Source: an optimization exercise on an open RTL-to-GDS flow (aim: small area, a short achievable clock period and few clock cycles per item). Production flows keep margins and buffers that such runs may drop.
Function was checked by simulation only, so behaviour that the tests miss may differ from the original.

==> v19: inputs <==
Design blowfish_dec_iter, start of the top module:
module blowfish_dec_iter (
  input  logic         clk,
  input  logic         rst_n,
  input  logic         in_valid,
  output logic         in_ready,
  input  logic [63:0]  ct,
  input  logic [448:0] key,
  output logic         out_valid,
  input  logic         out_ready,
  output logic [63:0]  pt
);
  function automatic logic [31:0] kw(input logic [447:0] k, input int n);
    kw = k[32*(14-n) +: 32];
  endfunction
  function automatic logic [31:0] pc(input int n);
    pc = blowfish_pkg::P_ARRAY[32*(18-n) +: 32];
  endfunction
  function automatic logic [31:0] pr(input logic [3:0] r);
    pr = 32'd0;
    for (int i = 0; i < 16; i++) begin
      if (r == 4'(i)) pr = pc(16 - i);
    end
  endfunction
  logic [31:0] t1_q, u1_q;
  logic        v1_q, d1_q, f1_q, q1_q;
  logic [3:0]  c1_q;
  localparam int FLo = 16;
  logic [31-FLo:0] s1h_q, s2h_q, s3h_q;
  logic [FLo-1:0]  zl_q;
  logic            cl_q;
  logic [31:0]     s4_q, up2_q, tp2_q;
  logic        v2_q, d2_q, f2_q, q2_q;
  logic [3:0]  c2_q;
  logic [31:0] ring_q [28];
  logic [63:0] pt_q;
  logic        out_valid_q, ld_q, rdy_q, acc_seq_q, head_seq_q;
  logic        ld_d;
  logic [31-FLo:0] sb1h, sb2h, sb3h;
  logic [FLo-1:0]  sbzl;
  logic            sbcl;
  logic [31:0]     par, sb4, f, tn;
  logic        fin2, cand, leave, head_seq_d, out_valid_d;
  logic        unused_key_msb;
  assign unused_key_msb = key[448];
  assign par = ring_q[0] ^ pr(c1_q);
  ...
Settings: LEC_CHECK=0, CAP_MARGIN=0, CORE_MARGIN=2, CORE_UTILIZATION=70, CTS_BUF_LIST=sky130_fd_sc_hd__clkbuf_16, CTS_CLUSTER_DIAMETER=100, CTS_CLUSTER_SIZE=30, PLACE_DENSITY=0.72, SLEW_MARGIN=0; clock period 12.5 ns.
standard.sh (not shown) runs the stock make flow with config.mk's settings and CLKGATE_MAP_FILE= SYNTH_SCRIPT=/design/flow/synth_recipe.tcl, a recipe that flattens the netlist after the stock synthesis.
==> flow/flow/run.sh <==
#!/bin/bash
# The standard layout, with two changes to how it is made: the port buffers are the smallest
# buffer (buf_1) and timing repair aims for more setup slack than the clock period needs.
# make's full output goes to standard.log; each ORFS step logs under orfs/logs/.
set -euo pipefail
bash standard.sh \
  "BUFFER_PORTS_ARGS=-buffer_cell sky130_fd_sc_hd__buf_1" \
  "SETUP_SLACK_MARGIN=${FLOW_SETUP_MARGIN:-8}" \
  finish > standard.log 2>&1
==> inputs of v29, as changes to v19 <==
--- a/flow/flow/run.sh
+++ b/flow/flow/run.sh
@@ -6,4 +6,4 @@
 bash standard.sh \
   "BUFFER_PORTS_ARGS=-buffer_cell sky130_fd_sc_hd__buf_1" \
-  "SETUP_SLACK_MARGIN=${FLOW_SETUP_MARGIN:-8}" \
+  "SETUP_SLACK_MARGIN=${FLOW_SETUP_MARGIN:-9}" \
   finish > standard.log 2>&1
ABC_AREA = 1   (was not set)
CORE_UTILIZATION = 60   (was 70)
PLACE_DENSITY = not set   (was 0.72)
TNS_END_PERCENT = 30   (was not set)
==> qor summary <==
metric	v19	v29
Overall die height	260 µm	285 µm
Routability-driven placement congestion ratio	0.957	0.995
Start of the worst register-to-register path	s2h_q[0]	t1_q[16]
Total cell area at the placement stage	0.0488 mm²	0.0505 mm²
DP HPWL	98000 µm	124000 µm
Critical path fanouts, max	8	1
Most common cell after layout, fill and taps aside	sky130_fd_sc_hd__dfxtp_1	sky130_fd_sc_hd__nand2_1
Hold Startpoint	ring_q[20][5]	u1_q[2]
Required @ worst endpoint	12.90 ns	10.00 ns
Register area	0.0248 mm²	0.0249 mm²
Starting Density	71.0%	60.3%
Post-synth design cell area	0.0460 mm²	0.0475 mm²
Number of cells upsized or downsized after cts	22	186
DRT Pass-1 Iters	6	5
Area fraction of the dominant cell type after synthesis	49.7%	48.1%
Slack of the worst reg-to-reg path	7.95 ns	8.83 ns
Final Util	78.7%	69.8%
Clock buffer count from CTS	48	51
Run status	finished clean	finished clean
Clk_buf instances	48	52
Testbench counts of v19, summed over its fixed seeds: cycles 5,168, items 320.
Testbench counts of v29, summed over its fixed seeds: cycles 5,168, items 320.

[what the ideal ports hide]
The results above use ideal ports. As a check the final layouts listed here were re-extracted and re-timed, cells and wires unchanged. Step 1 (the two cells are an assumption about what drives the block):
set clk [get_ports {clk}]
set_driving_cell -lib_cell sky130_fd_sc_hd__clkbuf_16 $clk
set_driving_cell -lib_cell sky130_fd_sc_hd__buf_2 [delete_from_list [all_inputs] $clk]
Step 2 adds t to the input delays and takes it off the output delays; t is the mean of the earliest and latest rising clock arrival at the registers after step 1. Input paths then give back, and output paths get back, about the clock's delay inside the block. Three values: ideal ports, drivers, drivers and shift; two values: the first two.
| run | shift t [ns] | setup WS [ns] | worst setup path at the end | worst slew at a driven data input, ns | pins driven straight from the clock port |
|---|---|---|---|---|---|
| v19 | 0.726 | 7.948 / 7.948 / 7.948 | register to register | 0.18 | 1 |
| v29 | 0.733 | 8.551 / 8.476 / 8.447 | input to register | 0.15 | 1 |
After both steps every run listed still meets setup and hold. For v29, which loses most, drivers alone change the setup slack by -0.075 ns; drivers and shift together by -0.104 ns.
